This design comes from an exercise in tuning for a short achievable clock period and few clock cycles on the open sky130 flow, not from production work. Function was checked by simulation only, so behaviour that the tests miss may differ from the original.

==> inputs of job 6713 <==
==> flow/design.v <==
`timescale 1ns/10ps
module wr_port_buf (
    input  logic         i_clk,
    input  logic         i_reset,
    input  logic         i_start,
    input  logic [7:0]   i_addr,
    input  logic [4:0]   i_len,
    input  logic         i_valid,
    input  logic [15:0]  i_data,
    output logic         o_busy,
    output logic [255:0] o_we,
    output logic [15:0]  o_wdata
);
    logic       busy;
    logic [7:0] ptr;      
    logic [4:0] left;     
    logic       take;
    logic       push;
    assign take   = !busy && i_start && (i_len != '0);
    assign push   = busy && i_valid;
    assign o_busy = busy;
    always_ff @(posedge i_clk) begin
        if (i_reset) begin
            busy <= 1'b0;
            o_we <= '0;
        end else begin
            busy <= take || (busy && !(push && left == 5'd1));
            for (int r = 0; r < 256; r++) o_we[r] <= push && (ptr == 8'(r));
        end
    end
    always_ff @(posedge i_clk) begin
        if (take) begin
            ptr  <= i_addr;
            left <= i_len;
        end else if (push) begin
            ptr  <= ptr + 1'b1;
            left <= left - 1'b1;
        end
        o_wdata <= i_data;   
    end
endmodule
`timescale 1ns/10ps
module rd_port_buf (
    input  logic                i_clk,
    input  logic                i_reset,
    input  logic                i_start,
    input  logic [7:0]          i_addr,
    input  logic [4:0]          i_len,
    input  logic                i_credit,
    input  logic [255:0][15:0]  i_mem,
    output logic                o_valid,
    output logic [15:0]         o_data,
    output logic                o_busy
);
    logic         busy;
    logic         full;       
    logic [4:0]   left;       
    logic [4:0]   bal;        
    logic [255:0] sel;        
    logic [15:0]  rword;
    logic         take;
    logic         load;
    logic         last;
    logic         bal_ok;     
    assign take    = !busy && i_start && (i_len != '0);
    assign load    = busy && (!full || o_valid);
    assign last    = o_valid && (left == 5'd1);
    assign o_busy  = busy;
    always_comb begin
        rword = '0;
        for (int r = 0; r < 256; r++) rword |= {16{sel[r]}} & i_mem[r];
    end
    always_comb begin
        case (bal)
            5'd0:    bal_ok = i_credit;
            5'd1:    bal_ok = i_credit || !o_valid;
            default: bal_ok = 1'b1;
        endcase
    end
    always_ff @(posedge i_clk) begin
        if (i_reset) begin
            busy    <= 1'b0;
            full    <= 1'b0;
            o_valid <= 1'b0;
            bal     <= '0;
        end else begin
            case ({i_credit, o_valid})
                2'b10:   if (bal != '1) bal <= bal + 1'b1;
                2'b01:   bal <= bal - 1'b1;
                default: ;
            endcase
            busy <= take || (busy && !last);
            full <= !take && (full || load);
            o_valid <= busy && !last && (full || load) && bal_ok;
        end
    end
    always_ff @(posedge i_clk) begin
        if (take) begin
            left <= i_len;
            for (int r = 0; r < 256; r++) sel[r] <= (i_addr == 8'(r));
        end else begin
            if (o_valid) left <= left - 1'b1;
            if (load) sel <= {sel[254:0], sel[255]};
        end
        o_data <= ({16{load}} & rword) | ({16{!load}} & o_data);
    end
endmodule
`timescale 1ns/10ps
module rr_arbiter (
    input  logic [255:0]       i_wr0_we,
    input  logic [15:0]        i_wr0_wdata,
    input  logic [255:0]       i_wr1_we,
    input  logic [15:0]        i_wr1_wdata,
    output logic [255:0]       o_row_we,
    output logic [255:0][15:0] o_row_wdata
);
    always_comb begin
        for (int r = 0; r < 256; r++) begin
            o_row_we[r]    = i_wr0_we[r] | i_wr1_we[r];
            o_row_wdata[r] = i_wr1_we[r] ? i_wr1_wdata : i_wr0_wdata;
        end
    end
endmodule
`timescale 1ns/10ps
module burst_engine (
    input  logic                i_clk,
    input  logic [255:0]        i_row_we,
    input  logic [255:0][15:0]  i_row_wdata,
    output logic [255:0][15:0]  o_mem
);
    for (genvar r = 0; r < 256; r++) begin : g_row
        logic [15:0] q;
        always_ff @(posedge i_clk) begin
            if (i_row_we[r]) q <= i_row_wdata[r];
        end
        assign o_mem[r] = q;
    end
endmodule
`timescale 1ns/10ps
module sdram_port_arb #(
    parameter int FIFO_DEPTH = 16
) (
    input  logic        i_clk,
    input  logic        i_reset,
    input  logic        i_wr0_start,
    input  logic [7:0]  i_wr0_addr,
    input  logic [4:0]  i_wr0_len,
    input  logic        i_wr0_valid,
    input  logic [15:0] i_wr0_data,
    output logic        o_wr0_busy,
    input  logic        i_wr1_start,
    input  logic [7:0]  i_wr1_addr,
    input  logic [4:0]  i_wr1_len,
    input  logic        i_wr1_valid,
    input  logic [15:0] i_wr1_data,
    output logic        o_wr1_busy,
    input  logic        i_rd0_start,
    input  logic [7:0]  i_rd0_addr,
    input  logic [4:0]  i_rd0_len,
    input  logic        i_rd0_credit,
    output logic        o_rd0_valid,
    output logic [15:0] o_rd0_data,
    output logic        o_rd0_busy,
    input  logic        i_rd1_start,
    input  logic [7:0]  i_rd1_addr,
    input  logic [4:0]  i_rd1_len,
    input  logic        i_rd1_credit,
    output logic        o_rd1_valid,
    output logic [15:0] o_rd1_data,
    output logic        o_rd1_busy
);
    logic [255:0]        wr0_we, wr1_we;      
    logic [15:0]         wr0_wd, wr1_wd;      
    logic [255:0]        row_we;
    logic [255:0][15:0]  row_wd;
    logic [255:0][15:0]  mem_q;
    wr_port_buf u_wr0 (
        .i_clk, .i_reset, .i_start(i_wr0_start), .i_addr(i_wr0_addr), .i_len(i_wr0_len),
        .i_valid(i_wr0_valid), .i_data(i_wr0_data), .o_busy(o_wr0_busy),
        .o_we(wr0_we), .o_wdata(wr0_wd)
    );
    wr_port_buf u_wr1 (
        .i_clk, .i_reset, .i_start(i_wr1_start), .i_addr(i_wr1_addr), .i_len(i_wr1_len),
        .i_valid(i_wr1_valid), .i_data(i_wr1_data), .o_busy(o_wr1_busy),
        .o_we(wr1_we), .o_wdata(wr1_wd)
    );
    rr_arbiter u_arb (
        .i_wr0_we(wr0_we), .i_wr0_wdata(wr0_wd),
        .i_wr1_we(wr1_we), .i_wr1_wdata(wr1_wd),
        .o_row_we(row_we), .o_row_wdata(row_wd)
    );
    burst_engine u_mem (
        .i_clk, .i_row_we(row_we), .i_row_wdata(row_wd), .o_mem(mem_q)
    );
    rd_port_buf u_rd0 (
        .i_clk, .i_reset, .i_start(i_rd0_start), .i_addr(i_rd0_addr), .i_len(i_rd0_len),
        .i_credit(i_rd0_credit), .i_mem(mem_q),
        .o_valid(o_rd0_valid), .o_data(o_rd0_data), .o_busy(o_rd0_busy)
    );
    rd_port_buf u_rd1 (
        .i_clk, .i_reset, .i_start(i_rd1_start), .i_addr(i_rd1_addr), .i_len(i_rd1_len),
        .i_credit(i_rd1_credit), .i_mem(mem_q),
        .o_valid(o_rd1_valid), .o_data(o_rd1_data), .o_busy(o_rd1_busy)
    );
endmodule
==> flow/run.sh <==
#!/bin/bash
# synth_recipe.tcl (not shown) runs the flow's synth.tcl, then flattens the netlist and writes it again
# the make line also repeats each setting of config.mk as NAME=value (left out here)
make -C /OpenROAD-flow-scripts/flow DESIGN_CONFIG=/design/flow/config.mk WORK_HOME=/design/flow/orfs CLKGATE_MAP_FILE= SYNTH_SCRIPT=/design/flow/synth_recipe.tcl finish
==> flow/config.mk <==
export PLATFORM = sky130hd
export DESIGN_NAME = sdram_port_arb
export DESIGN_NICKNAME = sdram_port_arb
export VERILOG_FILES = /design/flow/design.v
export SDC_FILE = /design/flow/constraint.sdc
export NUM_CORES = 4
export LEC_CHECK = 0
export CAP_MARGIN = 20
export CORE_MARGIN = 2
export CORE_UTILIZATION = 55
export SETUP_SLACK_MARGIN = 2.5
export SLEW_MARGIN = 20
export SYNTH_MEMORY_MAX_BITS = 8192
==> flow/constraint.sdc <==
create_clock -name core_clock -period 5.0 [get_ports {i_clk}]
set_input_delay 1.0000 -clock core_clock [delete_from_list [all_inputs] [get_ports {i_clk}]]
set_output_delay 1.0000 -clock core_clock [all_outputs]
set_load 0.01 [all_outputs]
==> job 3063 (differences from job 6713) <==
--- a/flow/design.v
+++ b/flow/design.v
@@ -7,8 +7,6 @@
     input  logic [4:0]   i_len,
     input  logic         i_valid,
-    input  logic [15:0]  i_data,
     output logic         o_busy,
-    output logic [255:0] o_we,
-    output logic [15:0]  o_wdata
+    output logic [255:0] o_we       
 );
     logic       busy;
@@ -18,14 +16,12 @@
     logic       push;
     assign take   = !busy && i_start && (i_len != '0);
-    assign push   = busy && i_valid;
+    assign push   = busy && i_valid && !i_reset;
     assign o_busy = busy;
+    always_comb begin
+        for (int r = 0; r < 256; r++) o_we[r] = push && (ptr == 8'(r));
+    end
     always_ff @(posedge i_clk) begin
-        if (i_reset) begin
-            busy <= 1'b0;
-            o_we <= '0;
-        end else begin
-            busy <= take || (busy && !(push && left == 5'd1));
-            for (int r = 0; r < 256; r++) o_we[r] <= push && (ptr == 8'(r));
-        end
+        if (i_reset) busy <= 1'b0;
+        else         busy <= take || (busy && !(i_valid && left == 5'd1));
     end
     always_ff @(posedge i_clk) begin
@@ -37,5 +33,4 @@
             left <= left - 1'b1;
         end
-        o_wdata <= i_data;   
     end
 endmodule
@@ -54,20 +49,23 @@
 );
     logic         busy;
-    logic         full;       
     logic [4:0]   left;       
     logic [4:0]   bal;        
     logic [255:0] sel;        
+    logic [255:0] dec;        
+    logic [255:0] rsel;       
     logic [15:0]  rword;
     logic         take;
-    logic         load;
     logic         last;
     logic         bal_ok;     
     assign take    = !busy && i_start && (i_len != '0);
-    assign load    = busy && (!full || o_valid);
     assign last    = o_valid && (left == 5'd1);
     assign o_busy  = busy;
     always_comb begin
+        for (int r = 0; r < 256; r++) dec[r] = (i_addr == 8'(r));
+    end
+    assign rsel = !busy ? dec : o_valid ? sel : {sel[0], sel[255:1]};
+    always_comb begin
         rword = '0;
-        for (int r = 0; r < 256; r++) rword |= {16{sel[r]}} & i_mem[r];
+        for (int r = 0; r < 256; r++) rword |= {16{rsel[r]}} & i_mem[r];
     end
     always_comb begin
@@ -81,5 +79,4 @@
         if (i_reset) begin
             busy    <= 1'b0;
-            full    <= 1'b0;
             o_valid <= 1'b0;
             bal     <= '0;
@@ -90,18 +87,13 @@
                 default: ;
             endcase
-            busy <= take || (busy && !last);
-            full <= !take && (full || load);
-            o_valid <= busy && !last && (full || load) && bal_ok;
+            busy    <= take || (busy && !last);
+            o_valid <= (take || (busy && !last)) && bal_ok;
         end
     end
     always_ff @(posedge i_clk) begin
-        if (take) begin
-            left <= i_len;
-            for (int r = 0; r < 256; r++) sel[r] <= (i_addr == 8'(r));
-        end else begin
-            if (o_valid) left <= left - 1'b1;
-            if (load) sel <= {sel[254:0], sel[255]};
-        end
-        o_data <= ({16{load}} & rword) | ({16{!load}} & o_data);
+        if (take) left <= i_len;
+        else if (o_valid) left <= left - 1'b1;
+        sel    <= {rsel[254:0], rsel[255]};
+        o_data <= rword;
     end
 endmodule
@@ -171,5 +163,4 @@
 );
     logic [255:0]        wr0_we, wr1_we;      
-    logic [15:0]         wr0_wd, wr1_wd;      
     logic [255:0]        row_we;
     logic [255:0][15:0]  row_wd;
@@ -177,15 +168,13 @@
     wr_port_buf u_wr0 (
         .i_clk, .i_reset, .i_start(i_wr0_start), .i_addr(i_wr0_addr), .i_len(i_wr0_len),
-        .i_valid(i_wr0_valid), .i_data(i_wr0_data), .o_busy(o_wr0_busy),
-        .o_we(wr0_we), .o_wdata(wr0_wd)
+        .i_valid(i_wr0_valid), .o_busy(o_wr0_busy), .o_we(wr0_we)
     );
     wr_port_buf u_wr1 (
         .i_clk, .i_reset, .i_start(i_wr1_start), .i_addr(i_wr1_addr), .i_len(i_wr1_len),
-        .i_valid(i_wr1_valid), .i_data(i_wr1_data), .o_busy(o_wr1_busy),
-        .o_we(wr1_we), .o_wdata(wr1_wd)
+        .i_valid(i_wr1_valid), .o_busy(o_wr1_busy), .o_we(wr1_we)
     );
     rr_arbiter u_arb (
-        .i_wr0_we(wr0_we), .i_wr0_wdata(wr0_wd),
-        .i_wr1_we(wr1_we), .i_wr1_wdata(wr1_wd),
+        .i_wr0_we(wr0_we), .i_wr0_wdata(i_wr0_data),
+        .i_wr1_we(wr1_we), .i_wr1_wdata(i_wr1_data),
         .o_row_we(row_we), .o_row_wdata(row_wd)
     );
CORE_UTILIZATION = 45   (was 55)
PLACE_DENSITY = 0.5   (was not set)
==> notes <==
Job 3063 died in global routing on GRT-0116. Job 6713 finished but fails on slew limit.
Synthesized cell count: job 6713 is smaller than job 3063 (12%).
In job 6713 the synthesized area is lower than in job 3063, by 1.4%.
Testbench counts of job 6713, summed over its fixed seeds: cycles 10,867.
Testbench counts of job 3063, summed over its fixed seeds: cycles 10,366.

## afterwards: timing with drivers on the ports
No port has a modelled driver above. Below, the same layout with a new extraction and two added sets of constraints. Step 1 (the two cells are an assumption about what drives the block):
set clk [get_ports {i_clk}]
set_driving_cell -lib_cell sky130_fd_sc_hd__clkbuf_16 $clk
set_driving_cell -lib_cell sky130_fd_sc_hd__buf_2 [delete_from_list [all_inputs] $clk]
Step 2 times the ports against the registers' clock, not the clock port: input delays grow and output delays shrink by t, the midpoint of the rising clock arrivals with the driver on. Slacks: no drivers / after step 1 / after step 2; pairs: no drivers / after step 1.
run: job 6713
t (ns): 1.279
setup slack, ns: 1.464 / 1.342 / 0.988
hold WS [ns]: 0.275 / 0.183 / 0.498
worst setup path after step 2: input to register
worst data-port slew with drivers (ns): 0.43
The setup slack of job 6713 moves by -0.122 ns with the drivers and by -0.476 ns with both steps.
